This is an optimization exercise on Yosys and OpenROAD, whose aim is small area, a short achievable clock period and few clock cycles, not a production implementation. Function was not checked in any run shown here: the RTL went through the layout flow alone. Power and IR drop assume default switching activity.

==> config.mk <==
export PLATFORM = sky130hd
export DESIGN_NAME = mac_acc_array
export DESIGN_NICKNAME = mac_acc_array
export VERILOG_FILES = /design/flow/design.v
export SDC_FILE = /design/flow/constraint.sdc
export NUM_CORES = 4
export LEC_CHECK = 0
export CAP_MARGIN = 20
export CORE_MARGIN = 2
export CORE_UTILIZATION = 40
export SETUP_SLACK_MARGIN = 2.2
export SLEW_MARGIN = 20
==> constraint.sdc <==
create_clock -name core_clock -period 5.6 [get_ports {clk}]
set_input_delay 1.1200 -clock core_clock [delete_from_list [all_inputs] [get_ports {clk}]]
set_output_delay 1.1200 -clock core_clock [all_outputs]
set_load 0.01 [all_outputs]
==> design.v <==
package mac_pkg;
    localparam int MAC_DW = 8;
    localparam int PW = 2 * MAC_DW + 2;
    typedef enum logic {
        IDLE,
        ACC
    } acc_state_e;
    function automatic logic signed [PW-1:0] mul_ext(
        input logic [MAC_DW-1:0] a,
        input logic              a_sgn,
        input logic [MAC_DW-1:0] w,
        input logic              w_sgn
    );
        logic signed [MAC_DW:0] ax;
        logic signed [MAC_DW:0] wx;
        ax = $signed({a_sgn & a[MAC_DW-1], a});
        wx = $signed({w_sgn & w[MAC_DW-1], w});
        mul_ext = ax * wx;
    endfunction
endpackage
module mac_lane (
    input  logic        clk,
    input  logic        take,     
    input  logic        v,        
    input  logic [7:0]  a,
    input  logic [7:0]  w,
    input  logic        a_sgn,
    input  logic        w_sgn,
    input  logic        clr,      
    output logic [23:0] q,
    output logic        ovf
);
    logic       sa, sw, ss;
    logic [7:0] pp [8];
    logic [7:0] nw, na;
    assign sa = a_sgn & a[7];
    assign sw = w_sgn & w[7];
    assign ss = sa & sw;
    for (genvar i = 0; i < 8; i++) begin : g_pp
        assign pp[i] = w & {8{a[i]}};
        assign nw[i] = ~(sa & w[i]);
        assign na[i] = ~(sw & a[i]);
    end
    logic n1, n2, n3, n4, n5, n6, n7, n8, n9, n10, n11, n12, n13, n14, n15, n16, n17, n18, n19, n20, n21, n22, n23, n24, n25, n26, n27, n28, n29, n30, n31, n32, n33, n34, n35, n36, n37, n38, n39, n40, n41, n42, n43, n44, n45, n46, n47, n48, n49, n50, n51, n52, n53, n54, n55, n56, n57, n58, n59, n60, n61, n62, n63, n64, n65, n66, n67, n68, n69, n70, n71, n72, n73, n74, n75, n76, n77, n78, n79, n80, n81, n82, n83, n84, n85, n86, n87, n88, n89, n90, n91, n92, n93, n94, n95, n96, n97, n98, n99, n100, n101, n102, n103, n104, n105, n106, n107, n108, n109, n110, n111, n112;
    assign n1 = pp[0][6] ^ pp[1][5];
    assign n2 = pp[0][6] & pp[1][5];
    assign n3 = pp[0][7] ^ pp[1][6] ^ pp[2][5];
    assign n4 = (pp[0][7] & pp[1][6]) | (pp[0][7] & pp[2][5]) | (pp[1][6] & pp[2][5]);
    assign n5 = pp[3][4] ^ pp[4][3];
    assign n6 = pp[3][4] & pp[4][3];
    assign n7 = pp[1][7] ^ pp[2][6] ^ pp[3][5];
    assign n8 = (pp[1][7] & pp[2][6]) | (pp[1][7] & pp[3][5]) | (pp[2][6] & pp[3][5]);
    assign n9 = pp[4][4] ^ pp[5][3] ^ pp[6][2];
    assign n10 = (pp[4][4] & pp[5][3]) | (pp[4][4] & pp[6][2]) | (pp[5][3] & pp[6][2]);
    assign n11 = pp[7][1] ^ nw[0];
    assign n12 = pp[7][1] & nw[0];
    assign n13 = pp[2][7] ^ pp[3][6] ^ pp[4][5];
    assign n14 = (pp[2][7] & pp[3][6]) | (pp[2][7] & pp[4][5]) | (pp[3][6] & pp[4][5]);
    assign n15 = pp[5][4] ^ pp[6][3] ^ pp[7][2];
    assign n16 = (pp[5][4] & pp[6][3]) | (pp[5][4] & pp[7][2]) | (pp[6][3] & pp[7][2]);
    assign n17 = 1'b1 ^ nw[1] ^ na[1];
    assign n18 = (1'b1 & nw[1]) | (1'b1 & na[1]) | (nw[1] & na[1]);
    assign n19 = pp[3][7] ^ pp[4][6] ^ pp[5][5];
    assign n20 = (pp[3][7] & pp[4][6]) | (pp[3][7] & pp[5][5]) | (pp[4][6] & pp[5][5]);
    assign n21 = pp[6][4] ^ pp[7][3] ^ nw[2];
    assign n22 = (pp[6][4] & pp[7][3]) | (pp[6][4] & nw[2]) | (pp[7][3] & nw[2]);
    assign n23 = pp[4][7] ^ pp[5][6] ^ pp[6][5];
    assign n24 = (pp[4][7] & pp[5][6]) | (pp[4][7] & pp[6][5]) | (pp[5][6] & pp[6][5]);
    assign n25 = pp[0][4] ^ pp[1][3];
    assign n26 = pp[0][4] & pp[1][3];
    assign n27 = pp[0][5] ^ pp[1][4] ^ pp[2][3];
    assign n28 = (pp[0][5] & pp[1][4]) | (pp[0][5] & pp[2][3]) | (pp[1][4] & pp[2][3]);
    assign n29 = pp[3][2] ^ pp[4][1];
    assign n30 = pp[3][2] & pp[4][1];
    assign n31 = pp[2][4] ^ pp[3][3] ^ pp[4][2];
    assign n32 = (pp[2][4] & pp[3][3]) | (pp[2][4] & pp[4][2]) | (pp[3][3] & pp[4][2]);
    assign n33 = pp[5][1] ^ pp[6][0] ^ n1;
    assign n34 = (pp[5][1] & pp[6][0]) | (pp[5][1] & n1) | (pp[6][0] & n1);
    assign n35 = pp[5][2] ^ pp[6][1] ^ pp[7][0];
    assign n36 = (pp[5][2] & pp[6][1]) | (pp[5][2] & pp[7][0]) | (pp[6][1] & pp[7][0]);
    assign n37 = n2 ^ n5 ^ n3;
    assign n38 = (n2 & n5) | (n2 & n3) | (n5 & n3);
    assign n39 = na[0] ^ n6 ^ n4;
    assign n40 = (na[0] & n6) | (na[0] & n4) | (n6 & n4);
    assign n41 = n7 ^ n9 ^ n11;
    assign n42 = (n7 & n9) | (n7 & n11) | (n9 & n11);
    assign n43 = n8 ^ n10 ^ n13;
    assign n44 = (n8 & n10) | (n8 & n13) | (n10 & n13);
    assign n45 = n15 ^ n12 ^ n17;
    assign n46 = (n15 & n12) | (n15 & n17) | (n12 & n17);
    assign n47 = na[2] ^ n14 ^ n16;
    assign n48 = (na[2] & n14) | (na[2] & n16) | (n14 & n16);
    assign n49 = n19 ^ n18 ^ n21;
    assign n50 = (n19 & n18) | (n19 & n21) | (n18 & n21);
    assign n51 = pp[7][4] ^ nw[3] ^ na[3];
    assign n52 = (pp[7][4] & nw[3]) | (pp[7][4] & na[3]) | (nw[3] & na[3]);
    assign n53 = n20 ^ n23 ^ n22;
    assign n54 = (n20 & n23) | (n20 & n22) | (n23 & n22);
    assign n55 = pp[5][7] ^ pp[6][6] ^ pp[7][5];
    assign n56 = (pp[5][7] & pp[6][6]) | (pp[5][7] & pp[7][5]) | (pp[6][6] & pp[7][5]);
    assign n57 = nw[4] ^ na[4] ^ n24;
    assign n58 = (nw[4] & na[4]) | (nw[4] & n24) | (na[4] & n24);
    assign n59 = pp[6][7] ^ pp[7][6] ^ nw[5];
    assign n60 = (pp[6][7] & pp[7][6]) | (pp[6][7] & nw[5]) | (pp[7][6] & nw[5]);
    assign n61 = pp[0][3] ^ pp[1][2];
    assign n62 = pp[0][3] & pp[1][2];
    assign n63 = pp[2][2] ^ pp[3][1] ^ pp[4][0];
    assign n64 = (pp[2][2] & pp[3][1]) | (pp[2][2] & pp[4][0]) | (pp[3][1] & pp[4][0]);
    assign n65 = pp[5][0] ^ n26 ^ n29;
    assign n66 = (pp[5][0] & n26) | (pp[5][0] & n29) | (n26 & n29);
    assign n67 = n30 ^ n28 ^ n31;
    assign n68 = (n30 & n28) | (n30 & n31) | (n28 & n31);
    assign n69 = n32 ^ n35 ^ n34;
    assign n70 = (n32 & n35) | (n32 & n34) | (n35 & n34);
    assign n71 = n36 ^ n39 ^ n38;
    assign n72 = (n36 & n39) | (n36 & n38) | (n39 & n38);
    assign n73 = n40 ^ n43 ^ n42;
    assign n74 = (n40 & n43) | (n40 & n42) | (n43 & n42);
    assign n75 = n47 ^ n44 ^ n46;
    assign n76 = (n47 & n44) | (n47 & n46) | (n44 & n46);
    assign n77 = n51 ^ n48 ^ n53;
    assign n78 = (n51 & n48) | (n51 & n53) | (n48 & n53);
    assign n79 = n55 ^ n52 ^ n57;
    assign n80 = (n55 & n52) | (n55 & n57) | (n52 & n57);
    assign n81 = na[5] ^ n56 ^ n59;
    assign n82 = (na[5] & n56) | (na[5] & n59) | (n56 & n59);
    assign n83 = pp[7][7] ^ nw[6] ^ na[6];
    assign n84 = (pp[7][7] & nw[6]) | (pp[7][7] & na[6]) | (nw[6] & na[6]);
    assign n85 = pp[0][2] ^ pp[1][1];
    assign n86 = pp[0][2] & pp[1][1];
    assign n87 = pp[2][1] ^ pp[3][0] ^ n61;
    assign n88 = (pp[2][1] & pp[3][0]) | (pp[2][1] & n61) | (pp[3][0] & n61);
    assign n89 = n62 ^ n25 ^ n63;
    assign n90 = (n62 & n25) | (n62 & n63) | (n25 & n63);
    assign n91 = n64 ^ n27 ^ n65;
    assign n92 = (n64 & n27) | (n64 & n65) | (n27 & n65);
    assign n93 = n66 ^ n33 ^ n67;
    assign n94 = (n66 & n33) | (n66 & n67) | (n33 & n67);
    assign n95 = n68 ^ n37 ^ n69;
    assign n96 = (n68 & n37) | (n68 & n69) | (n37 & n69);
    assign n97 = n41 ^ n70 ^ n71;
    assign n98 = (n41 & n70) | (n41 & n71) | (n70 & n71);
    assign n99 = n45 ^ n72 ^ n73;
    assign n100 = (n45 & n72) | (n45 & n73) | (n72 & n73);
    assign n101 = n49 ^ n74 ^ n75;
    assign n102 = (n49 & n74) | (n49 & n75) | (n74 & n75);
    assign n103 = n50 ^ n76 ^ n77;
    assign n104 = (n50 & n76) | (n50 & n77) | (n76 & n77);
    assign n105 = n54 ^ n79 ^ n78;
    assign n106 = (n54 & n79) | (n54 & n78) | (n79 & n78);
    assign n107 = n58 ^ n81 ^ n80;
    assign n108 = (n58 & n81) | (n58 & n80) | (n81 & n80);
    assign n109 = n60 ^ n83 ^ n82;
    assign n110 = (n60 & n83) | (n60 & n82) | (n83 & n82);
    assign n111 = nw[7] ^ na[7] ^ n84;
    assign n112 = (nw[7] & na[7]) | (nw[7] & n84) | (na[7] & n84);
    logic [32:0] rows_d, rows_q;
    assign rows_d = {n112, ss, n110, n111, n108, n109, n106, n107, n104, n105, n102, n103, n100, n101, n98, n99, n96, n97, n94, n95, n92, n93, n90, n91, n88, n89, n86, n87, n85, pp[2][0], pp[1][0], pp[0][1], pp[0][0]};
    always_ff @(posedge clk) rows_q <= take ? rows_d : '0;
    logic [17:0] r0, r1, x, y;
    logic [15:0] g, p, cy, t;
    assign r0 = {v, rows_q[31], rows_q[29], rows_q[27], rows_q[25], rows_q[23], rows_q[21], rows_q[19], rows_q[17], rows_q[15], rows_q[13], rows_q[11], rows_q[9], rows_q[7], rows_q[5], rows_q[3], rows_q[1], rows_q[0]};
    assign r1 = {1'b0, rows_q[32], rows_q[30], rows_q[28], rows_q[26], rows_q[24], rows_q[22], rows_q[20], rows_q[18], rows_q[16], rows_q[14], rows_q[12], rows_q[10], rows_q[8], rows_q[6], rows_q[4], rows_q[2], 1'b0};
    assign x = {r0[17:16] ^ r1[17:16], r0[15:0] ^ r1[15:0] ^ q[15:0]};
    assign y = {(r0[16:0] & r1[16:0]) | ({1'b0, r0[15:0]} & {1'b0, q[15:0]}) | ({1'b0, r1[15:0]} & {1'b0, q[15:0]}), 1'b0};
    assign g = x[15:0] & y[15:0];
    assign p = x[15:0] ^ y[15:0];
    logic gk0_1, pk0_1;
    assign gk0_1 = g[1] | (p[1] & g[0]);
    assign pk0_1 = p[1] & p[0];
    logic gk0_3, pk0_3;
    assign gk0_3 = g[3] | (p[3] & g[2]);
    assign pk0_3 = p[3] & p[2];
    logic gk0_5, pk0_5;
    assign gk0_5 = g[5] | (p[5] & g[4]);
    assign pk0_5 = p[5] & p[4];
    logic gk0_7, pk0_7;
    assign gk0_7 = g[7] | (p[7] & g[6]);
    assign pk0_7 = p[7] & p[6];
    logic gk0_9, pk0_9;
    assign gk0_9 = g[9] | (p[9] & g[8]);
    assign pk0_9 = p[9] & p[8];
    logic gk0_11, pk0_11;
    assign gk0_11 = g[11] | (p[11] & g[10]);
    assign pk0_11 = p[11] & p[10];
    logic gk0_13, pk0_13;
    assign gk0_13 = g[13] | (p[13] & g[12]);
    assign pk0_13 = p[13] & p[12];
    logic gk0_15, pk0_15;
    assign gk0_15 = g[15] | (p[15] & g[14]);
    assign pk0_15 = p[15] & p[14];
    logic gk1_2, pk1_2;
    assign gk1_2 = g[2] | (p[2] & gk0_1);
    assign pk1_2 = p[2] & pk0_1;
    logic gk1_3, pk1_3;
    assign gk1_3 = gk0_3 | (pk0_3 & gk0_1);
    assign pk1_3 = pk0_3 & pk0_1;
    logic gk1_6, pk1_6;
    assign gk1_6 = g[6] | (p[6] & gk0_5);
    assign pk1_6 = p[6] & pk0_5;
    logic gk1_7, pk1_7;
    assign gk1_7 = gk0_7 | (pk0_7 & gk0_5);
    assign pk1_7 = pk0_7 & pk0_5;
    logic gk1_10, pk1_10;
    assign gk1_10 = g[10] | (p[10] & gk0_9);
    assign pk1_10 = p[10] & pk0_9;
    logic gk1_11, pk1_11;
    assign gk1_11 = gk0_11 | (pk0_11 & gk0_9);
    assign pk1_11 = pk0_11 & pk0_9;
    logic gk1_14, pk1_14;
    assign gk1_14 = g[14] | (p[14] & gk0_13);
    assign pk1_14 = p[14] & pk0_13;
    logic gk1_15, pk1_15;
    assign gk1_15 = gk0_15 | (pk0_15 & gk0_13);
    assign pk1_15 = pk0_15 & pk0_13;
    logic gk2_4, pk2_4;
    assign gk2_4 = g[4] | (p[4] & gk1_3);
    assign pk2_4 = p[4] & pk1_3;
    logic gk2_5, pk2_5;
    assign gk2_5 = gk0_5 | (pk0_5 & gk1_3);
    assign pk2_5 = pk0_5 & pk1_3;
    logic gk2_6, pk2_6;
    assign gk2_6 = gk1_6 | (pk1_6 & gk1_3);
    assign pk2_6 = pk1_6 & pk1_3;
    logic gk2_7, pk2_7;
    assign gk2_7 = gk1_7 | (pk1_7 & gk1_3);
    assign pk2_7 = pk1_7 & pk1_3;
    logic gk2_12, pk2_12;
    assign gk2_12 = g[12] | (p[12] & gk1_11);
    assign pk2_12 = p[12] & pk1_11;
    logic gk2_13, pk2_13;
    assign gk2_13 = gk0_13 | (pk0_13 & gk1_11);
    assign pk2_13 = pk0_13 & pk1_11;
    logic gk2_14, pk2_14;
    assign gk2_14 = gk1_14 | (pk1_14 & gk1_11);
    assign pk2_14 = pk1_14 & pk1_11;
    logic gk2_15, pk2_15;
    assign gk2_15 = gk1_15 | (pk1_15 & gk1_11);
    assign pk2_15 = pk1_15 & pk1_11;
    logic gk3_8, pk3_8;
    assign gk3_8 = g[8] | (p[8] & gk2_7);
    assign pk3_8 = p[8] & pk2_7;
    logic gk3_9, pk3_9;
    assign gk3_9 = gk0_9 | (pk0_9 & gk2_7);
    assign pk3_9 = pk0_9 & pk2_7;
    logic gk3_10, pk3_10;
    assign gk3_10 = gk1_10 | (pk1_10 & gk2_7);
    assign pk3_10 = pk1_10 & pk2_7;
    logic gk3_11, pk3_11;
    assign gk3_11 = gk1_11 | (pk1_11 & gk2_7);
    assign pk3_11 = pk1_11 & pk2_7;
    logic gk3_12, pk3_12;
    assign gk3_12 = gk2_12 | (pk2_12 & gk2_7);
    assign pk3_12 = pk2_12 & pk2_7;
    logic gk3_13, pk3_13;
    assign gk3_13 = gk2_13 | (pk2_13 & gk2_7);
    assign pk3_13 = pk2_13 & pk2_7;
    logic gk3_14, pk3_14;
    assign gk3_14 = gk2_14 | (pk2_14 & gk2_7);
    assign pk3_14 = pk2_14 & pk2_7;
    logic gk3_15, pk3_15;
    assign gk3_15 = gk2_15 | (pk2_15 & gk2_7);
    assign pk3_15 = pk2_15 & pk2_7;
    assign cy[0] = g[0];
    assign cy[1] = gk0_1;
    assign cy[2] = gk1_2;
    assign cy[3] = gk1_3;
    assign cy[4] = gk2_4;
    assign cy[5] = gk2_5;
    assign cy[6] = gk2_6;
    assign cy[7] = gk2_7;
    assign cy[8] = gk3_8;
    assign cy[9] = gk3_9;
    assign cy[10] = gk3_10;
    assign cy[11] = gk3_11;
    assign cy[12] = gk3_12;
    assign cy[13] = gk3_13;
    assign cy[14] = gk3_14;
    assign cy[15] = gk3_15;
    assign t = p ^ {cy[14:0], 1'b0};
    logic [7:0]  hi, hi_up, hi_dn, h0, h1, hi_nx;
    logic [1:0]  u0, u1;
    logic        is_max, is_min, pos0, pos1, neg0, neg1, pos, neg;
    assign hi     = q[23:16];
    assign is_max = hi == 8'h7f;
    assign is_min = hi == 8'h80;
    assign hi_up  = is_max ? 8'h7f : hi + 8'd1;
    assign hi_dn  = is_min ? 8'h80 : hi - 8'd1;
    assign u0     = x[17:16] + y[17:16];
    assign u1     = x[17:16] + y[17:16] + 2'd1;
    assign h0     = u0[1] ? hi_dn : u0[0] ? hi_up : hi;
    assign h1     = u1[1] ? hi_dn : u1[0] ? hi_up : hi;
    assign pos0   = u0 == 2'b01 && is_max;
    assign pos1   = u1 == 2'b01 && is_max;
    assign neg0   = u0[1] && is_min;
    assign neg1   = u1[1] && is_min;
    assign hi_nx  = cy[15] ? h1 : h0;
    assign pos    = cy[15] ? pos1 : pos0;
    assign neg    = cy[15] ? neg1 : neg0;
    always_ff @(posedge clk) begin
        if (clr) begin
            q   <= '0;
            ovf <= 1'b0;
        end else begin
            q   <= {hi_nx, (t & ~{16{neg}}) | {16{pos}}};
            ovf <= ovf | pos | neg;
        end
    end
endmodule
module mac_acc_array #(
    parameter int DW    = mac_pkg::MAC_DW,
    parameter int LANES = 8,
    parameter int ACCW  = 2 * DW + 8
) (
    input  logic                  clk,
    input  logic                  rst_n,
    input  logic                  in_valid,
    output logic                  in_ready,
    input  logic [LANES*DW-1:0]   A,
    input  logic [LANES*DW-1:0]   W,
    input  logic                  Asigned,
    input  logic                  Wsigned,
    input  logic                  acc_clr,
    input  logic                  acc_last,
    output logic                  out_valid,
    input  logic                  out_ready,
    output logic [LANES*ACCW-1:0] Q,
    output logic [LANES-1:0]      ovf
);
    logic take;
    logic v1;
    logic last1;
    logic in_burst;
    logic clr;
    logic blk;
    assign in_ready = !blk && (!out_valid || out_ready);
    assign take     = in_valid && !(v1 && last1) && (!out_valid || out_ready);
    assign clr = take && (acc_clr || !(v1 || in_burst));
    always_ff @(posedge clk or negedge rst_n) begin
        if (!rst_n) begin
            v1        <= 1'b0;
            blk       <= 1'b0;
            in_burst  <= 1'b0;
            out_valid <= 1'b0;
        end else begin
            v1        <= take;
            blk       <= take && acc_last;
            out_valid <= (v1 && last1) || (out_valid && !out_ready);
            if (v1) begin
                in_burst <= !last1;
            end
        end
    end
    always_ff @(posedge clk) begin
        last1 <= acc_last;
    end
    for (genvar i = 0; i < LANES; i++) begin : g_lane
        mac_lane u_lane (
            .clk  (clk),
            .take (take),
            .v    (v1),
            .clr  (clr),
            .a    (A[i*DW +: DW]),
            .w    (W[i*DW +: DW]),
            .a_sgn(Asigned),
            .w_sgn(Wsigned),
            .q    (Q[i*ACCW +: ACCW]),
            .ovf  (ovf[i])
        );
    end
endmodule
==> flow/run.sh <==
#!/bin/bash
# Own layout flow: the standard flow with two changes.
#  1. After the standard synthesis, full-adder cells are rewired to their
#     complemented inputs/outputs where that removes inverters
#     (fa_polarity.py; same logic function, same registers).
#  2. Ports are buffered with a small buffer instead of the default delay cell.
# Each tool's output goes to a log file of its own in the work folder.
set -euo pipefail
W=$(pwd)
R=$W/orfs/results/$FLOW_PLATFORM/mac_acc_array/base
bash standard.sh "$R/1_2_yosys.v" > "$W/flow_synth.log" 2>&1
cp "$R/1_2_yosys.v" "$W/1_2_yosys.standard.v"
python3 "$W/flow/fa_polarity.py" "$W/1_2_yosys.standard.v" "$R/1_2_yosys.v" > "$W/flow_fa_polarity.log" 2>&1
touch "$R/1_2_yosys.v" "$R/1_2_yosys.sdc"
BUFFER_PORTS_ARGS="-buffer_cell ${PORT_BUFFER:-sky130_fd_sc_hd__buf_1}" \
  bash standard.sh finish > "$W/flow_layout.log" 2>&1
==> flow/fa_polarity.py <==
#!/usr/bin/env python3
"""Remove inverters around full-adder cells in a mapped netlist.

A full adder is self-dual: FA(~a, ~b, ~c) = (~sum, ~cout). For each fa cell
this rewires it to the complemented inputs and outputs whenever that leaves
fewer inverters, then drops inverters left without loads. The logic function
of every net that is kept is unchanged.

Usage: fa_polarity.py IN.v OUT.v
"""
import re
import sys

INV = "sky130_fd_sc_hd__inv_1"
cell_re = re.compile(r"^  (sky130_fd_sc_hd__\w+) (\S+)\s+\(\n((?:    \.\w+\([^)]*\),?\n)+)  \);\n", re.M)
pin_re = re.compile(r"\.(\w+)\(([^)]*)\)")
OUTPINS = {"X", "Y", "Q", "Q_N", "COUT", "SUM", "HI", "LO"}

src = open(sys.argv[1]).read()
cells = {}
order = []
spans = []
for m in cell_re.finditer(src):
    typ, name, body = m.group(1), m.group(2), m.group(3)
    pins = dict((p, n.strip()) for p, n in pin_re.findall(body))
    cells[name] = [typ, pins]
    order.append(name)
    spans.append((m.start(), m.end()))
first, last = spans[0][0], spans[-1][1]
head, tail = src[:first], src[last:]
assert "sky130_fd_sc_hd__" not in tail and "sky130_fd_sc_hd__" not in head, "unparsed cells"
assert all(spans[i][1] == spans[i + 1][0] for i in range(len(spans) - 1)), "cells not contiguous"

drv = {}
loads = {}
def rebuild():
    drv.clear(); loads.clear()
    for c, (t, pins) in cells.items():
        for p, n in pins.items():
            if p in OUTPINS:
                drv[n] = (c, p)
            else:
                loads.setdefault(n, []).append((c, p))
rebuild()

# nets that are module ports: their loads include the outside world
ports = set()
for m in re.finditer(r"^\s*(input|output)\s+(?:\[[^\]]*\]\s*)?([^;]+);", head, re.M):
    for n in m.group(2).split(","):
        ports.add(n.strip())
def is_port(n):
    return n in ports or n.split("[")[0].strip() in ports

def inv_driver(n):
    d = drv.get(n)
    if d and cells[d[0]][0] == INV:
        return d[0]
    return None

def inv_from(n):
    for (c, p) in loads.get(n, []):
        if cells[c][0] == INV:
            return c
    return None

newid = [0]
newwires = []
def new_net():
    newid[0] += 1
    n = f"_fapol{newid[0]}_"
    newwires.append(n)
    return n
def new_inv(a, y):
    newid[0] += 1
    c = f"_fapolinv{newid[0]}_"
    cells[c] = [INV, {"A": a, "Y": y}]
    order.append(c)
    drv[y] = (c, "Y")
    loads.setdefault(a, []).append((c, "A"))
    return c

def delta(f):
    t, pins = cells[f]
    ins = [pins["A"], pins["B"], pins["CIN"]]
    if len(set(ins)) < 3:
        return None
    d = 0
    for x in ins:
        i = inv_driver(x)
        if i:
            if len(loads.get(x, [])) == 1 and not is_port(x):
                d -= 1
        elif not inv_from(x):
            d += 1
    for p in ("SUM", "COUT"):
        o = pins[p]
        if is_port(o):
            d += 1
            continue
        ls = loads.get(o, [])
        invs = [c for (c, _) in ls if cells[c][0] == INV and not is_port(cells[c][1]["Y"])]
        d -= len(invs)
        if len(ls) > len(invs):
            d += 1
    return d

def flip(f):
    t, pins = cells[f]
    for p in ("A", "B", "CIN"):
        x = pins[p]
        loads[x].remove((f, p))
        i = inv_driver(x)
        if i:
            y = cells[i][1]["A"]
        else:
            j = inv_from(x)
            if j:
                y = cells[j][1]["Y"]
            else:
                y = new_net()
                new_inv(x, y)
        pins[p] = y
        loads.setdefault(y, []).append((f, p))
    for p in ("SUM", "COUT"):
        o = pins[p]
        on = new_net()
        pins[p] = on
        drv[on] = (f, p)
        del drv[o]
        ls = list(loads.get(o, []))
        rest = []
        for (c, cp) in ls:
            if cells[c][0] == INV and not is_port(cells[c][1]["Y"]):
                z = cells[c][1]["Y"]
                for (c2, p2) in loads.get(z, []):
                    cells[c2][1][p2] = on
                    loads.setdefault(on, []).append((c2, p2))
                loads[z] = []
                del drv[z]
                cells[c][1]["A"] = None  # mark dead
            else:
                rest.append((c, cp))
        loads[o] = []
        if rest or is_port(o):
            loads[o] = rest
            new_inv(on, o)

def sweep():
    # drop inverters whose output has no loads (and is no port)
    removed = 0
    changed = True
    while changed:
        changed = False
        for c in list(cells):
            t, pins = cells[c]
            if t != INV:
                continue
            if pins["A"] is None:
                del cells[c]; removed += 1; changed = True
                continue
            y = pins["Y"]
            if not loads.get(y) and not is_port(y):
                a = pins["A"]
                if (c, "A") in loads.get(a, []):
                    loads[a].remove((c, "A"))
                drv.pop(y, None)
                del cells[c]; removed += 1; changed = True
    return removed

import os
MAXF = int(os.environ.get("MAXFLIPS", "1000000"))
nflips = 0
n_inv0 = sum(1 for c in cells.values() if c[0] == INV)
for it in range(20):
    gain = 0
    for f in [c for c in order if c in cells and cells[c][0].startswith("sky130_fd_sc_hd__fa_")]:
        d = delta(f)
        if d is not None and d < 0 and nflips < MAXF:
            nflips += 1
            flip(f)
            sweep()
            gain += 1
    if not gain:
        break
sweep()
n_inv1 = sum(1 for c in cells.values() if c[0] == INV)

out = [head]
for c in order:
    if c not in cells:
        continue
    t, pins = cells[c]
    body = ",\n".join(f"    .{p}({n}{' ' if n.startswith(chr(92)) else ''})" for p, n in pins.items())
    sp = " " if c.startswith(chr(92)) else ""
    out.append(f"  {t} {c}{sp} (\n{body}\n  );\n")
out.append(tail)
text = "".join(out)
if newwires:
    # declare the new nets right after the module header
    k = text.index(";\n", text.index("module ")) + 2
    text = text[:k] + "".join(f"  wire {n};\n" for n in newwires) + text[k:]
open(sys.argv[2], "w").write(text)
print(f"fa_polarity: inverters {n_inv0} -> {n_inv1}")
==> standard.sh <==
#!/bin/bash
# synth_recipe.tcl (not shown) runs the flow's synth.tcl, then flattens the netlist and writes it again
# the make line also repeats each setting of config.mk as NAME=value (left out here)
make -C /OpenROAD-flow-scripts/flow DESIGN_CONFIG=/design/flow/config.mk WORK_HOME=/design/flow/orfs CLKGATE_MAP_FILE= SYNTH_SCRIPT=/design/flow/synth_recipe.tcl "${@:-finish}"
==> metrics.md, run 1 <==
| Metric | Value |
|---|---|
| Hold buffers post-CTS | `0` |
| PnR worst setup slack | `2.14 ns` |
| Element type at the critical path end | `flop` |
| Io pins | `338` |
| Worst-Skew Late Latency | `0.62 ns` |
| Final instance area | `0.0433 sq mm` |
| Net switching power | `8.70 mW` |
| I/O Buffers | `337` |
| Pint | `12.0 mW` |
| Layout area overhead | `16.6%` |
| Via/cell ratio | `5.18` |
| GPL Wtd Cong | `0.884` |
| Row cnt | `111` |
| Maxcap violations | `0` |
| Post-place instance area | `0.0398 sq mm` |
| Wire per inst | `18.4 um` |
| P_leak | `19.7 nW` |
| Clock sink count | `469` |
| ANT nets after route | `0` |
| Vias in the first global route | `28600` |
| Root Driver | `clkbuf_16` |
| Reg power frac | `26.7%` |
| Syn Std Cell Area | `0.0372 sq mm` |
| Initial DRC Count | `1662` |
| Slew headroom | `32.8%` |
| Crit path kind | `reg -> reg` |
| Final Setup Violations | `0` |
| Highest clock rate | `289 MHz` |
| P per Cell Area | `478 mW/mm^2` |
| Clock share of power | `19.4%` |
| Slew @ Worst Pin | `1.01 ns` |
| First-pass GRT wire length | `160000 um` |
| Die X | `309 um` |
| VDD IR max | `0.211 mV` |
| Pin count of the biggest net entering global routing | `211` |
| Core area | `0.0918 sq mm` |
| Starting Density | `40.5%` |
| Endpoints failing hold | `0` |
| Most frequent cells in the layout | `fa_1 (477), dfxtp_1 (458), nand2_1 (450)` |
| Worst Path Arrival | `3.97 ns` |
| Tot GR Track Use | `21.0%` |
| Period utilization | `61.8%` |
| Crit start category | `flop` |
| Outcome | `finished clean` |
| Combinational fraction of design power | `53.9%` |
| Die area | `0.0953 sq mm` |
| Worst Skew | `0.0204 ns` |
| Layout cell share with drive strength beyond 1 | `10.5%` |
| Final TNS setup | `0 ns` |
| Initial antenna violation count | `14` |
| First-pass iteration count of the detailed router | `5` |
| CTS clk-pin slew, worst paths | `0.06 ns` |
| Most common cell after layout, fill and taps aside | `fa_1` |
| Max-slew violation count | `0` |
| RSZ-0062 raised after global routing | `true` |
| Power Total | `20.7 mW` |
| Final WL | `100000 um` |
| Sw Share | `42.0%` |
| DRC | `0` |
| R2R Setup Slk | `2.14 ns` |
| Die Ht | `309 um` |
| Synth warnings | `3` |
| DP HPWL | `72800 um` |
| Syn_area_per_cell | `9.66 sq um` |
| Post-placement setup slack | `1.09 ns` |
| CTS tree | `yes` |
| Worst-case clock buffer depth | `3` |
| Remaining global-route overflow | `0` |
| Minimum clock period | `3.46 ns` |
| CTS H-tree depth | `2` |
| Final #Nets | `5074` |
| Post-synthesis instance total | `3848` |
| Total number of vias | `28200` |
| Post-synth net total | `4760` |
| HP Class | `in -> async` |
| CTS buffer count | `58` |
| CP required | `6.11 ns` |
| Crit path max fanout | `5` |
| Fillers | `8699` |
[flip-flops by register name, indices dropped and copies added, names as in the netlist]
name,cells
blk,1
in_burst,1
g_lane.u_lane.ovf,8
v1,1
g_lane.u_lane.rows_q,264
out_valid,1
last1,1
g_lane.u_lane.q,192
[worst max-delay path, cell delays in order, from the launching register on]
cell and delay [ns]:
dfxtp_2 0.32, fa_1 0.60, ha_4 0.23, a211oi_4 0.30, nor4_4 0.08, buf_4 0.16
o311ai_4 0.37, a21oi_2 0.16, and3_1 0.25, a221o_2 0.38, a311o_1 0.30, o211a_1 0.22
[per-layer routing]
layer / track usage, % / vias to the layer above / wire length [um]
met5: 0 / - / 162
met4: 5.32 / 26 / 2330
met3: 4.33 / 164 / 5490
met2: 34.7 / 564 / 47100
met1: 28.2 / 14000 / 45300
li1: - / 13400 / -
[repair_timing]
action                                  4_1_cts  5_1_grt
gates resized for setup                      59      139
endpoints found under the setup margin      286      182
setup buffers                                19       34
gates cloned                                  6        6
pin swaps                                    21       52
[layout make-up]
class                           instances  area [sq um]  area share (%)
Antenna cell                            1          2.50         0.00577
Multi-Input combinational cell       2968         27300            62.9
Inverter                              239           897            2.07
Timing Repair Buffer                  426          2150            4.97
Sequential cell                       469          9420            21.7
Clock inverter                         26           402           0.927
Tap cell                             1243          1560            3.59
Clock buffer                           80          1640            3.77
[power by group through the flow]
stage          Clock (mW)  Sequential (mW)  Combinational (mW)
2_1_floorplan           0             5.46                7.57
3_3_place_gp            0             5.59                9.89
3_5_place_dp            0             5.60                10.1
4_1_cts              4.16             5.53                10.5
5_1_grt              4.28             5.70                12.8
6_report             4.03             5.53                11.2
[metrics by stage]
| stage | hold slack (ns) | util (%) | instances |
|---|---|---|---|
| after floorplan | 0.409 | - | 3848 |
| after global placement | 0.448 | 43.4 | 5280 |
| after detailed placement | 0.451 | 43.4 | 5280 |
| after CTS | 0.276 | 46.1 | 5411 |
| after global routing | 0.301 | 47.2 | 5452 |
| final | 0.330 | 47.2 | 5452 |
[path summary, 6_finish.rpt]
check	from	end	cells past startpoint
worst max-delay path	g_lane[4].u_lane.rows_q[3]	g_lane[4].u_lane.q[20]	11
worst min-delay path	rst_n	blk	1
worst max register to register	g_lane[4].u_lane.rows_q[3]	g_lane[4].u_lane.q[20]	11
worst min register to register	g_lane[7].u_lane.ovf	g_lane[7].u_lane.ovf	2
max in group asynchronous	rst_n	v1	1
min in group core_clock	g_lane[7].u_lane.ovf	g_lane[7].u_lane.ovf	2
==> inputs of run 2 (changes only) <==
--- a/config.mk
+++ b/config.mk
@@ -8,5 +8,5 @@
 export CAP_MARGIN = 20
 export CORE_MARGIN = 2
 export CORE_UTILIZATION = 40
-export SETUP_SLACK_MARGIN = 2.2
+export SETUP_SLACK_MARGIN = 2.0
 export SLEW_MARGIN = 20
==> run 2 against run 1 <==
  * Still clean
  * Clock-buffer cell count is 8 higher
  * Utilization is 1.4 points lower
  * Global-route usage is 0.073 points lower
  * Sequential share of layout area is 0.65 points higher
  * Sequential cell count stayed put
  * Synthesized cell count stayed put
  * Register-to-register slack worse by 0.13 ns
  * Combinational power is 7% lower
  * Clock power is 1% higher
  * Sequential power hardly changed
  * Largest cell class unchanged
  * Largest power group unchanged
==> metrics.md, run 2 <==
| Metric | Value |
|---|---|
| Minimum clock period | `3.60 ns (+0.135 ns)` |
| Slew @ Worst Pin | `1.04 ns (+0.0327 ns)` |
| Io pins | `338 (unchanged)` |
| Via/cell ratio | `5.17 (about the same)` |
| Die X | `309 um (unchanged)` |
| I/O Buffers | `337 (unchanged)` |
| Tot GR Track Use | `21.0% (-0.073 points)` |
| Remaining global-route overflow | `0 (unchanged)` |
| Post-synth net total | `4760 (unchanged)` |
| Highest clock rate | `278 MHz (-3.7%)` |
| Core area | `0.0918 sq mm (unchanged)` |
| Maxcap violations | `0 (unchanged)` |
| Element type at the critical path end | `flop` |
| P per Cell Area | `475 mW/mm^2 (-0.59%)` |
| Final TNS setup | `0 ns (unchanged)` |
| Final Setup Violations | `0 (unchanged)` |
| First-pass GRT wire length | `160000 um (about the same)` |
| Starting Density | `40.5% (unchanged)` |
| DRC | `0 (unchanged)` |
| ANT nets after route | `0 (unchanged)` |
| Final #Nets | `5027 (-0.93%)` |
| Most common cell after layout, fill and taps aside | `fa_1` |
| Layout cell share with drive strength beyond 1 | `5.21% (-5.3 points)` |
| Worst Skew | `0.0296 ns (+0.00926 ns)` |
| Outcome | `finished clean` |
| Regs by FF count | `g_lane.u_lane.rows_q x264, g_lane.u_lane.q x192, g_lane.u_lane.ovf x8` |
| Max-slew violation count | `0 (unchanged)` |
| Max reg flops | `264 (unchanged)` |
| First-pass iteration count of the detailed router | `5 (unchanged)` |
| Syn_area_per_cell | `9.66 sq um (unchanged)` |
| Hold buffers post-CTS | `0 (unchanged)` |
| Layout area overhead | `13.1%` |
| Synth warnings | `3 (unchanged)` |
| Crit start category | `flop` |
| Root Driver | `clkbuf_16` |
| Die Ht | `309 um (unchanged)` |
| Worst-case clock buffer depth | `3 (unchanged)` |
| CP required | `6.19 ns (+0.08 ns)` |
| Syn Std Cell Area | `0.0372 sq mm (unchanged)` |
| Power Total | `20.0 mW (-3.6%)` |
| Final WL | `99100 um (-1.3%)` |
| Most frequent cells in the layout | `fa_1 (528), nand2_1 (491), dfxtp_1 (465)` |
| Crit path kind | `reg -> reg` |
| Slew headroom | `30.6% (-2.2 points)` |
| CTS buffer count | `58 (unchanged)` |
| Wire per inst | `18.3 um (-0.51%)` |
| GPL Wtd Cong | `0.858 (-2.9%)` |
| Crit path max fanout | `5 (unchanged)` |
| Die area | `0.0953 sq mm (unchanged)` |
| VDD IR max | `0.383 mV (+81%)` |
| RSZ-0062 raised after global routing | `true` |
| Endpoints failing hold | `0 (unchanged)` |
| Clock sink count | `469 (unchanged)` |
| Total number of vias | `28000 (-0.89%)` |
| HP Class | `in -> async` |
| DP HPWL | `72500 um (-0.44%)` |
| Antenna cells | `0 (-1)` |
| Initial antenna violation count | `2 (-12)` |
| CTS tree | `yes` |
| Initial DRC Count | `1686 (+1.4%)` |
| CTS clk-pin slew, worst paths | `0.06 ns (about the same)` |
| Worst Path Arrival | `4.18 ns (+0.21 ns)` |
| Worst-Skew Late Latency | `0.66 ns (+0.04 ns)` |
| Row cnt | `111 (unchanged)` |
| CTS H-tree depth | `2 (unchanged)` |
| Vias in the first global route | `28300 (-1.1%)` |
| P_leak | `19.4 nW (-1.7%)` |
| Period utilization | `64.2% (+2.4 points)` |
| Biggest register | `g_lane.u_lane.rows_q` |
| Post-synthesis instance total | `3848 (unchanged)` |
| Pin count of the biggest net entering global routing | `211 (unchanged)` |
run 2: routing by layer:
metal / part of all wire, % / track usage, % / wire length, um
met5: 0 / 0 / 0
met3: 5.8 / 4.01 / 5740
met1: 45 / 28.6 / 44300
met2: 47 / 33.9 / 46800
met4: 2.2 / 5.80 / 2190
run 2: path summary, 6_finish.rpt:
| kind | start | slack, ns | cells after the start | endpoint |
|---|---|---|---|---|
| max in group asynchronous | rst_n | 5.11 | 1 | out_valid |
| setup / recovery | g_lane[5].u_lane.q[5] | 2.00 | 12 | g_lane[5].u_lane.q[19] |
| hold reg to reg | g_lane[5].u_lane.ovf | 0.46 | 2 | g_lane[5].u_lane.ovf |
| min in group core_clock | g_lane[5].u_lane.ovf | 0.46 | 2 | g_lane[5].u_lane.ovf |
| hold / removal | rst_n | 0.31 | 1 | v1 |
| setup reg to reg | g_lane[5].u_lane.q[5] | 2.00 | 12 | g_lane[5].u_lane.q[19] |
run 2: worst max-delay path, stage by stage (launching register included):
cell	delay, ns
dfxtp_1	0.33
fa_1	0.49
ha_1	0.34
and3_4	0.20
a2111oi_4	0.45
nand3_2	0.18
a41oi_4	0.26
a21oi_2	0.14
mux2i_2	0.23
buf_6	0.15
mux2_2	0.32
or3_1	0.30
a21oi_1	0.13
run 2: stage by stage:
step / area (sq um) / worst slack (ns) / util (%) / hold slack, ns / cells
2_1_floorplan: 37200 / 2.01 / - / 0.409 / 3848
3_3_place_gp: 39500 / 1.10 / 43.1 / 0.449 / 5280
3_5_place_dp: 39500 / 1.07 / 43.1 / 0.457 / 5280
4_1_cts: 41800 / 1.99 / 45.5 / 0.256 / 5394
5_1_grt: 42000 / 1.84 / 45.8 / 0.285 / 5407
6_report: 42000 / 2.00 / 45.8 / 0.308 / 5407
run 2: power by group:
part           switching [mW]  internal (mW)  total [mW]
Combinational            5.73           4.68        10.4
Clock                    1.57           2.50        4.07
Sequential               1.12           4.39        5.51
run 2: cell type report:
type	instances	area (sq um)
well taps	1243	1560
repair buffers	383	1690
clock buffers	88	1740
flip-flops and latches	469	9410
fillers	8908	49800
clock inverters	21	334
inverters	239	897
multi-input cells	2964	26400
run 2: what timing repair did:
action,CTS,global route
pin swaps,5,11
gates cloned,0,4
endpoints found under the hold margin,0,0
buffers inserted,5,9
gates resized for setup,25,29
endpoints found under the setup margin,184,124
==> inputs of run 3 (changes only) <==
--- a/config.mk
+++ b/config.mk
@@ -8,5 +8,7 @@
 export CAP_MARGIN = 20
 export CORE_MARGIN = 2
 export CORE_UTILIZATION = 40
+export CTS_CLUSTER_DIAMETER = 100
+export CTS_CLUSTER_SIZE = 30
 export SETUP_SLACK_MARGIN = 2.0
 export SLEW_MARGIN = 20
==> run 3 against run 2 <==
  * Still clean on timing, DRC and antenna
  * Clock power shrank 33%
  * Clock skew rose by 0.0070 ns
  * First-iteration DRC count fell by 3.0%
  * Synthesized cell count did not move
  * Critical path depth unchanged
  * Area after synthesis stayed put
  * Hold slack got worse by 0.025 ns
  * Sequential share of layout area is 0.47 points higher
  * Global-route usage shrank 0.37 points
  * Utilization down 0.95 points
  * Critical endpoint unchanged
  * Largest power group unchanged
  * Highest routed layer is now met5
==> metrics.md, run 3 <==
| Metric | Value |
|---|---|
| Pin count of the biggest net entering global routing | `211 (unchanged)` |
| Antenna cells | `0 (unchanged)` |
| HP Class | `in -> async` |
| Die Ht | `309 um (unchanged)` |
| Core area | `0.0918 sq mm (unchanged)` |
| Final #Nets | `5000 (-0.54%)` |
| VDD IR max | `0.330 mV (-14%)` |
| Synth warnings | `3 (unchanged)` |
| Layout cell share with drive strength beyond 1 | `4.40% (-0.81 points)` |
| Reg2reg start | `g_lane[5].u_lane.q[4]` |
| Maxcap violations | `0 (unchanged)` |
| First-pass iteration count of the detailed router | `5 (unchanged)` |
| Reg2reg end | `g_lane[5].u_lane.q[19]` |
| Wire per inst | `18.3 um (about the same)` |
| Layout area overhead | `10.8%` |
| Slew headroom | `31.0% (+0.42 points)` |
| Combinational fraction of design power | `55.9% (+3.8 points)` |
| Final WL | `98200 um (-0.90%)` |
| Reg2reg path depth | `12 (unchanged)` |
| Initial DRC Count | `1635 (-3.0%)` |
| Sw Share | `44.7% (+2.6 points)` |
| Vias in the first global route | `27900 (-1.2%)` |
| DP HPWL | `72500 um (unchanged)` |
| Initial antenna violation count | `4 (+2)` |
| Element type at the critical path end | `flop` |
| Regs by FF count | `g_lane.u_lane.rows_q x264, g_lane.u_lane.q x192, g_lane.u_lane.ovf x8` |
| Root Driver | `clkbuf_16` |
| Highest clock rate | `282 MHz (+1.4%)` |
| Die area | `0.0953 sq mm (unchanged)` |
| First-pass GRT wire length | `157000 um (-1.3%)` |
| Worst Skew | `0.0366 ns (+0.00697 ns)` |
| P_leak | `18.9 nW (-2.3%)` |
| CTS clk-pin slew, worst paths | `0.10 ns (+0.04 ns)` |
| Crit path max fanout | `5 (unchanged)` |
| I/O Buffers | `337 (unchanged)` |
| Syn Std Cell Area | `0.0372 sq mm (unchanged)` |
| Io pins | `338 (unchanged)` |
| Pint | `10.3 mW (-11%)` |
| Final Setup Violations | `0 (unchanged)` |
| Slew @ Worst Pin | `1.03 ns (-0.00623 ns)` |
| Clock share of power | `14.6% (-5.8 points)` |
| Period utilization | `63.4% (-0.88 points)` |
| CTS buffer count | `30 (-48%)` |
| CP required | `6.18 ns (about the same)` |
| Remaining global-route overflow | `0 (unchanged)` |
| CTS H-tree depth | `1 (-1)` |
| Most common cell after layout, fill and taps aside | `fa_1` |
| Crit path kind | `reg -> reg` |
| Hold buffers post-CTS | `0 (unchanged)` |
| Max reg flops | `264 (unchanged)` |
| Max-slew violation count | `0 (unchanged)` |
| Outcome | `finished clean` |
| Crit start category | `flop` |
| Post-synth net total | `4760 (unchanged)` |
| Biggest register | `g_lane.u_lane.rows_q` |
| Syn_area_per_cell | `9.66 sq um (unchanged)` |
| Via/cell ratio | `5.19 (+0.30%)` |
| Most frequent cells in the layout | `fa_1 (528), nand2_1 (491), dfxtp_1 (465)` |
| Worst Path Arrival | `4.13 ns (-0.05 ns)` |
| CTS tree | `yes` |
| RSZ-0062 raised after global routing | `true` |
| Minimum clock period | `3.55 ns (-0.0495 ns)` |
| Die X | `309 um (unchanged)` |
| R2R Setup Slk | `2.05 ns (+0.05 ns)` |
| Total number of vias | `27800 (-0.66%)` |
| Clock sink count | `469 (unchanged)` |
| GPL Wtd Cong | `0.858 (unchanged)` |
| Final TNS setup | `0 ns (unchanged)` |
| Cells after DPL | `5280 (unchanged)` |
| P per Cell Area | `453 mW/mm^2 (-4.6%)` |
| Net switching power | `8.35 mW (-0.94%)` |
| Reg power frac | `29.5% (+1.9 points)` |
| Worst-case clock buffer depth | `3 (unchanged)` |
| Post-synthesis instance total | `3848 (unchanged)` |
| Cell Count, Final, Fillers Out | `5355 (-0.96%)` |
| DRC | `0 (unchanged)` |
| ANT nets after route | `0 (unchanged)` |
| Tot GR Track Use | `20.6% (-0.37 points)` |
| Worst-Skew Late Latency | `0.66 ns (about the same)` |
| Endpoints failing hold | `0 (unchanged)` |
| Starting Density | `40.5% (unchanged)` |
| Row cnt | `111 (unchanged)` |
-- run 3: area by class of cell --
type,instances,area (sq um)
Timing Repair Buffer,384,1700
Sequential cell,469,9410
Inverter,239,897
Clock buffer,34,817
Clock inverter,22,342
Fill cell,8933,50600
Multi-Input combinational cell,2964,26400
Tap cell,1243,1560
-- run 3: per-stage QoR --
step | utilization, % | power, mW | worst slack (ns) | hold slack [ns] | instance area (sq um)
2_1_floorplan | - | 13.0 | 2.01 | 0.409 | 37200
3_3_place_gp | 43.1 | 15.5 | 1.10 | 0.449 | 39500
3_5_place_dp | 43.1 | 15.7 | 1.07 | 0.457 | 39500
4_1_cts | 44.5 | 18.6 | 2.00 | 0.236 | 40900
5_1_grt | 44.8 | 20.6 | 1.83 | 0.272 | 41200
6_report | 44.8 | 18.7 | 2.05 | 0.283 | 41200
-- run 3: power groups by stage --
stage	Combinational, mW	Sequential, mW	Clock, mW
detailed placement	10.1	5.59	0
finish	10.4	5.51	2.72
floorplan	7.54	5.46	0
global route	12.0	5.67	2.92
global placement	9.93	5.59	0
CTS	10.3	5.52	2.83
-- run 3: critical path, stage by stage, from the launching register on --
cell and delay [ns]:
dfxtp_1 0.34, fa_1 0.57, ha_1 0.24, and3_4 0.19
a2111oi_4 0.45, nand3_2 0.18, a41oi_4 0.24, a21oi_2 0.13
mux2i_2 0.23, buf_6 0.15, mux2_2 0.32, or3_1 0.30
a21oi_1 0.13
-- run 3: how the worst max path moves through the flow --
stage / start / to / cells past startpoint
2_1_floorplan: A[3] / g_lane[0].u_lane.rows_q[17] / 8
3_3_place_gp: Asigned / g_lane[0].u_lane.rows_q[17] / 8
3_5_place_dp: Asigned / g_lane[0].u_lane.rows_q[17] / 8
4_1_cts: g_lane[6].u_lane.q[3] / g_lane[6].u_lane.q[20] / 11
5_1_grt: g_lane[5].u_lane.q[4] / g_lane[5].u_lane.q[19] / 12
6_report: g_lane[5].u_lane.q[4] / g_lane[5].u_lane.q[19] / 12
-- run 3: per-layer routing --
| metal | track usage (%) | wire length (um) |
|---|---|---|
| met1 | 28.2 | 43600 |
| met2 | 33.5 | 46200 |
| met3 | 4.03 | 5990 |
| met4 | 4.99 | 2400 |
| met5 | 0 | 16 |
-- run 3: timing repair --
action,4_1_cts,5_1_grt
buffers inserted,5,10
setup endpoints to repair,187,115
pin swaps,5,11
resized for setup,25,34
endpoints found under the hold margin,0,0
cloned,0,4
==> inputs of run 4 (changes only) <==
--- a/config.mk
+++ b/config.mk
@@ -8,7 +8,7 @@
 export CAP_MARGIN = 20
 export CORE_MARGIN = 2
 export CORE_UTILIZATION = 40
-export CTS_CLUSTER_DIAMETER = 100
-export CTS_CLUSTER_SIZE = 30
+export CTS_CLUSTER_DIAMETER = 60
+export CTS_CLUSTER_SIZE = 20
 export SETUP_SLACK_MARGIN = 2.0
 export SLEW_MARGIN = 20
==> run 4 against run 3 <==
  * Still clean on timing, DRC and antenna
  * Combinational power barely moved
  * Register-to-register slack hardly changed
  * Critical path depth did not move
  * Via count up 0.46%
  * Total power is 7.7% higher
  * Fmax grew 0.19%
  * Utilization increased by 1.1 points
  * Routed wire length is 0.70% higher
  * Cell count grew 1.1%
  * Hold slack better by 0.0035 ns
  * Critical endpoint unchanged
  * Highest routed layer unchanged
==> metrics.md, run 4 <==
| Metric | Value |
|---|---|
| Max-slew violation count | `0 (unchanged)` |
| Root Driver | `clkbuf_16` |
| Sw Share | `43.4% (-1.3 points)` |
| Final TNS setup | `0 ns (unchanged)` |
| Most common cell after layout, fill and taps aside | `fa_1` |
| Met3 wire len | `6470 um (+7.9%)` |
| Pint | `11.4 mW (+10%)` |
| Layout cell share with drive strength beyond 1 | `5.82% (+1.4 points)` |
| Hold buffers post-CTS | `0 (unchanged)` |
| Net switching power | `8.73 mW (+4.6%)` |
| HP Class | `in -> async` |
| Util after Layout | `46.0% (+1.1 points)` |
| Reg power frac | `27.4% (-2.1 points)` |
| P per Cell Area | `476 mW/mm^2 (+5.0%)` |
| DP HPWL | `72500 um (unchanged)` |
| Combinational fraction of design power | `51.9% (-4.0 points)` |
| Total number of vias | `27900 (+0.46%)` |
| Slew headroom | `29.7% (-1.3 points)` |
| Wire per inst | `18.3 um (-0.42%)` |
| Critical path's top delay family | `compound AO/OA/AOI/OAI gates` |
| CTS buffer count | `61 (+100%)` |
| Die area | `0.0953 sq mm (unchanged)` |
| Period utilization | `63.2% (-0.12 points)` |
| Tot GR Track Use | `20.9% (+0.31 points)` |
| Critical path's slowest cell | `fa_1` |
| Power Total | `20.1 mW (+7.7%)` |
| VDD IR max | `0.341 mV (+3.5%)` |
| CTS clk-pin slew, worst paths | `0.07 ns (-0.03 ns)` |
| Antenna cells | `0 (unchanged)` |
| CP required | `6.19 ns (about the same)` |
| Most frequent cells in the layout | `fa_1 (527), nand2_1 (491), dfxtp_1 (464)` |
| Max reg flops | `264 (unchanged)` |
| Row cnt | `111 (unchanged)` |
| Layout area overhead | `13.6%` |
| Post-placement setup slack | `1.07 ns (unchanged)` |
| Fillers | `8886 (-0.53%)` |
| Io pins | `338 (unchanged)` |
| Cell Count, Final, Fillers Out | `5415 (+1.1%)` |
| Worst-path cell chain | `fa_1 -> ha_4 -> and3_4 -> a2111oi_4 -> nand3_2 -> a41oi_4 -> a21oi_4 -> mux2i_2 -> buf_6 -> mux2_2 -> or3_1 -> a21oi_1` |
| Via/cell ratio | `5.16 (-0.65%)` |
| Minimum clock period | `3.54 ns (-0.00681 ns)` |
| PnR worst setup slack | `2.06 ns (+0.00681 ns)` |
| Wl on met1 | `43500 um (-0.12%)` |
| Clock sink count | `469 (unchanged)` |
| Clock share of power | `20.6% (+6.0 points)` |
| Final instance area | `0.0422 sq mm (+2.5%)` |
| P_leak | `19.4 nW (+2.7%)` |
| First-pass GRT wire length | `159000 um (+0.88%)` |
| Post-place instance area | `0.0395 sq mm (unchanged)` |
| Worst Path Arrival | `4.13 ns (about the same)` |
| Starting Density | `40.5% (unchanged)` |
| Final hold slack | `0.287 ns (+0.00352 ns)` |
| Max incr delay on CP | `0.59 ns (+0.02 ns)` |
| CTS tree | `yes` |
| ANT nets after route | `0 (unchanged)` |
| Vias in the first global route | `28300 (+1.3%)` |
| Final #Nets | `5032 (+0.64%)` |
| Core area | `0.0918 sq mm (unchanged)` |
| Worst-case clock buffer depth | `3 (unchanged)` |
| Element type at the critical path end | `flop` |
| GPL Wtd Cong | `0.858 (unchanged)` |
| DR top layer | `met5` |
| RSZ-0062 raised after global routing | `true` |
| Initial antenna violation count | `4 (unchanged)` |
| Worst Skew | `0.0291 ns (-0.00746 ns)` |
| Endpoints failing hold | `0 (unchanged)` |
| Die Ht | `309 um (unchanged)` |
| Post-synthesis instance total | `3848 (unchanged)` |
| Crit path max fanout | `6 (+1)` |
| Initial DRC Count | `1489 (-8.9%)` |
| Final WL | `98800 um (+0.70%)` |
| I/O Buffers | `337 (unchanged)` |
| Post-synth net total | `4760 (unchanged)` |
| Regs by FF count | `g_lane.u_lane.rows_q x264, g_lane.u_lane.q x192, g_lane.u_lane.ovf x8` |
| WL met2 | `46300 um (+0.24%)` |
| Worst-Skew Late Latency | `0.67 ns (about the same)` |
| Crit start category | `flop` |
| Highest clock rate | `282 MHz (+0.19%)` |
| Syn_area_per_cell | `9.66 sq um (unchanged)` |
| Final Setup Violations | `0 (unchanged)` |
| Outcome | `finished clean` |
| Biggest register | `g_lane.u_lane.rows_q` |
| Cells after DPL | `5280 (unchanged)` |
| Crit path kind | `reg -> reg` |
| Remaining global-route overflow | `0 (unchanged)` |
| First-pass iteration count of the detailed router | `5 (unchanged)` |
| CP Buf/Inv Count | `1 (unchanged)` |
| CTS H-tree depth | `2 (+1)` |
| Die X | `309 um (unchanged)` |
| Maxcap violations | `0 (unchanged)` |
| Syn Std Cell Area | `0.0372 sq mm (unchanged)` |
| Synth warnings | `3 (unchanged)` |
| DRC | `0 (unchanged)` |
| Slew @ Worst Pin | `1.05 ns (+0.0190 ns)` |
| Pin count of the biggest net entering global routing | `211 (unchanged)` |
==> run 4: power groups by stage <==
stage	Sequential, mW	Combinational (mW)	Clock, mW
CTS	5.53	10.3	4.28
global placement	5.59	9.93	0
finish	5.51	10.4	4.14
global route	5.68	12.0	4.39
floorplan	5.46	7.54	0
detailed placement	5.59	10.1	0
==> run 4: final timing paths <==
kind	slack [ns]	to	cells after the start	startpoint
worst max-delay path	2.06	g_lane[5].u_lane.q[19]	12	g_lane[5].u_lane.q[5]
worst min-delay path	0.29	v1	1	rst_n
worst max register to register	2.06	g_lane[5].u_lane.q[19]	12	g_lane[5].u_lane.q[5]
worst min register to register	0.46	g_lane[5].u_lane.ovf	2	g_lane[5].u_lane.ovf
max in group asynchronous	5.12	in_burst	1	rst_n
min in group core_clock	0.46	g_lane[5].u_lane.ovf	2	g_lane[5].u_lane.ovf
==> run 4: final cells by class <==
| type | count | area (sq um) | share of cell area [%] |
|---|---|---|---|
| clock buffers | 65 | 1590 | 3.77 |
| repair buffers | 386 | 1720 | 4.07 |
| clock inverters | 50 | 578 | 1.37 |
| inverters | 239 | 897 | 2.13 |
| flip-flops and latches | 469 | 9410 | 22.3 |
| multi-input cells | 2963 | 26400 | 62.7 |
| well taps | 1243 | 1560 | 3.69 |
==> run 4: repair_timing <==
item	4_1_cts	5_1_grt
gates cloned	0	3
gates resized for setup	24	36
setup endpoints to repair	183	126
buffers inserted	3	14
pin swaps	4	15
==> run 4: layer usage <==
| layer | vias up | track usage, % |
|---|---|---|
| li1 | 13400 | - |
| met1 | 13800 | 28.2 |
| met2 | 622 | 33.5 |
| met3 | 128 | 4.89 |
| met4 | 2 | 5.97 |
| met5 | - | 0 |
==> inputs of run 5 (changes only) <==
--- a/config.mk
+++ b/config.mk
@@ -7,8 +7,7 @@
 export LEC_CHECK = 0
 export CAP_MARGIN = 20
 export CORE_MARGIN = 2
-export CORE_UTILIZATION = 40
-export CTS_CLUSTER_DIAMETER = 60
-export CTS_CLUSTER_SIZE = 20
+export CORE_UTILIZATION = 60
+export PLACE_DENSITY = 0.75
 export SETUP_SLACK_MARGIN = 2.0
 export SLEW_MARGIN = 20
==> run 5 against run 4 <==
  * Clock-buffer cell count up 15
  * Die area is 33% lower
  * Final area down 2.5%
  * Largest cell class unchanged
  * Critical path depth did not move
  * Sequential cell count stayed put
  * Via count up 2.1%
  * Fmax decreased by 1.6%
  * Highest routed layer unchanged
  * Register-to-register slack got worse by 0.06 ns
  * Worst setup slack got worse by 0.057 ns
==> metrics.md, run 5 <==
| Metric | Value |
|---|---|
| Outcome | `finished clean` |
| Worst-Skew Late Latency | `0.60 ns (-0.07 ns)` |
| Synth warnings | `3 (unchanged)` |
| Regs by FF count | `g_lane.u_lane.rows_q x264, g_lane.u_lane.q x192, g_lane.u_lane.ovf x8` |
| Initial DRC Count | `1929 (+30%)` |
| Final WL | `92000 um (-7.0%)` |
| CTS clk-pin slew, worst paths | `0.06 ns (about the same)` |
| Starting Density | `60.4% (+20 points)` |
| GPL Wtd Cong | `0.903 (+5.2%)` |
| Fillers | `4920 (-45%)` |
| Final Setup Violations | `0 (unchanged)` |
| Reg2reg start | `g_lane[5].u_lane.rows_q[7]` |
| Initial antenna violation count | `16 (+12)` |
| Crit path kind | `reg -> reg` |
| Cells after DPL | `4819 (-8.7%)` |
| Syn_area_per_cell | `9.66 sq um (unchanged)` |
| Util after Layout | `66.9% (+21 points)` |
| Worst Path Arrival | `4.13 ns (about the same)` |
| Reg2reg end | `g_lane[5].u_lane.q[19]` |
| ANT nets after route | `0 (unchanged)` |
| Remaining global-route overflow | `0 (unchanged)` |
| Highest clock rate | `278 MHz (-1.6%)` |
| Die Ht | `253 um (-18%)` |
| Period utilization | `64.3% (+1.0 points)` |
| Post-synthesis instance total | `3848 (unchanged)` |
| Io pins | `338 (unchanged)` |
| CTS H-tree depth | `2 (unchanged)` |
| Syn Std Cell Area | `0.0372 sq mm (unchanged)` |
| Final hold slack | `0.343 ns (+0.0562 ns)` |
| CTS tree | `yes` |
| Element type at the critical path end | `flop` |
| Power Total | `19.5 mW (-2.9%)` |
| PnR worst setup slack | `2.00 ns (-0.0567 ns)` |
| CP required | `6.13 ns (-0.06 ns)` |
| Endpoints failing hold | `0 (unchanged)` |
| HP Class | `in -> async` |
| Root Driver | `clkbuf_16` |
| VDD IR max | `0.256 mV (-25%)` |
| Worst Skew | `0.0179 ns (-0.0112 ns)` |
| Post-placement setup slack | `1.22 ns (+0.154 ns)` |
| DRC | `0 (unchanged)` |
| Maxcap violations | `0 (unchanged)` |
| P_leak | `19.2 nW (-1.3%)` |
| Most frequent cells in the layout | `fa_1 (527), nand2_1 (491), dfxtp_1 (464)` |
| Die area | `0.0639 sq mm (-33%)` |
| Via/cell ratio | `5.77 (+12%)` |
| Reg2reg path depth | `12 (unchanged)` |
| I/O Buffers | `337 (unchanged)` |
| Sequential cell area | `0.00941 sq mm (unchanged)` |
| Layout area overhead | `10.7%` |
| First-pass iteration count of the detailed router | `5 (unchanged)` |
| Die X | `253 um (-18%)` |
| R2R Setup Slk | `2.00 ns (-0.06 ns)` |
| Clock sink count | `469 (unchanged)` |
| Post-synth net total | `4760 (unchanged)` |
| CTS buffer count | `53 (-13%)` |
| Wire per inst | `18.6 um (+2.0%)` |
| Core area | `0.0615 sq mm (-33%)` |
| Layout cell share with drive strength beyond 1 | `4.92% (-0.90 points)` |
| Crit path max fanout | `3 (-3)` |
| Minimum clock period | `3.60 ns (+0.0567 ns)` |
| Crit. Startpoint | `g_lane[5].u_lane.rows_q[7]` |
| Max reg flops | `264 (unchanged)` |
| DP HPWL | `67200 um (-7.3%)` |
| P per Cell Area | `474 mW/mm^2 (-0.39%)` |
| Most common cell after layout, fill and taps aside | `fa_1` |
| First-pass GRT wire length | `149000 um (-6.2%)` |
| Multi-input gate area | `0.0264 sq mm (about the same)` |
| Pin count of the biggest net entering global routing | `211 (unchanged)` |
| Final instance area | `0.0411 sq mm (-2.5%)` |
| Post-place instance area | `0.0389 sq mm (-1.6%)` |
| Vias in the first global route | `28500 (+0.50%)` |
| Hold buffers post-CTS | `0 (unchanged)` |
| Tot GR Track Use | `29.0% (+8.1 points)` |
| Biggest register | `g_lane.u_lane.rows_q` |
| RSZ-0062 raised after global routing | `true` |
| Total number of vias | `28500 (+2.1%)` |
| Final TNS setup | `0 ns (unchanged)` |
| Slew headroom | `36.8% (+7.0 points)` |
| Final #Nets | `5012 (-0.40%)` |
| Cell Count, Final, Fillers Out | `4938 (-8.8%)` |
| Slew @ Worst Pin | `0.948 ns (-0.106 ns)` |
| Row cnt | `91 (-18%)` |
| Crit start category | `flop` |
| Worst-case clock buffer depth | `3 (unchanged)` |
| Max-slew violation count | `0 (unchanged)` |
-- run 5: worst max-delay path, cell delays in order, from the launching register on --
cell	delay [ns]
dfxtp_2	0.32
fa_1	0.52
ha_1	0.33
and3_4	0.18
a2111oi_4	0.44
nand3_2	0.18
a41oi_2	0.28
a21oi_4	0.11
mux2i_2	0.26
buf_6	0.15
mux2_4	0.29
or3_1	0.34
a21oi_1	0.12
-- run 5: layout make-up --
type,count,area share [%]
multi-input combinational,2964,64.3
sequential,469,22.9
clock buffer,80,3.87
timing repair buffer,373,3.86
tap,790,2.40
inverter,239,2.19
clock inverter,19,0.523
antenna,4,0.0243
-- run 5: routing by layer --
layer	share of wire [%]	vias up	track usage (%)
met3	6.8	174	6.09
met5	0.17	-	0
met1	43	14200	39.5
met4	2.9	26	9.04
met2	47	828	46.7
li1	-	13300	-
-- run 5: how the worst max path moves through the flow --
| stage | to | slack, ns | depth (start not counted) |
|---|---|---|---|
| 2_1_floorplan | g_lane[0].u_lane.rows_q[17] | 2.01 | 8 |
| 3_3_place_gp | g_lane[4].u_lane.rows_q[17] | 1.27 | 8 |
| 3_5_place_dp | g_lane[5].u_lane.rows_q[17] | 1.22 | 8 |
| 4_1_cts | g_lane[4].u_lane.q[20] | 1.98 | 11 |
| 5_1_grt | g_lane[5].u_lane.q[19] | 1.86 | 12 |
| 6_report | g_lane[5].u_lane.q[19] | 2.00 | 12 |
-- run 5: power by group --
group          switching, mW  internal (mW)
combinational           5.75           4.69
clock                   1.45           2.14
sequential              1.10           4.39
-- run 5: repair_timing --
action	in CTS	in global routing
setup buffers	5	7
pin swaps	6	20
gates cloned	2	2
resized for setup	24	38
endpoints found under the setup margin	175	136

[static timing again, ports no longer ideal]
How much do the figures lean on ideal ports? The routed layouts below were timed once more, with nothing changed but the port constraints. Step 1 assumes that a clkbuf_16 drives the clock port and a buf_2 every other input. Step 2 also shifts input and output timing later by t, the mid clock arrival at the registers, as if the neighbouring blocks saw the same clock. Slacks: ideal ports / drivers / drivers and shift; pairs: ideal ports / drivers.
| run | t, ns | slack for setup (ns) | worst data-port slew with drivers (ns) | pins driven straight from the clock port |
|---|---|---|---|---|
| run 1 | 0.686 | 2.137 / 2.137 / 1.580 | 0.11 | 1 |
| run 2 | 0.716 | 2.002 / 2.002 / 1.349 | 0.08 | 1 |
| run 3 | 0.716 | 2.052 / 2.052 / 1.365 | 0.09 | 1 |
| run 4 | 0.725 | 2.059 / 2.059 / 1.360 | 0.09 | 1 |
| run 5 | 0.656 | 2.002 / 2.002 / 1.507 | 0.09 | 1 |
After both steps every run listed still meets setup and hold. For run 4, which loses most, drivers alone change the setup slack by 0.000 ns; drivers and shift together by -0.699 ns.
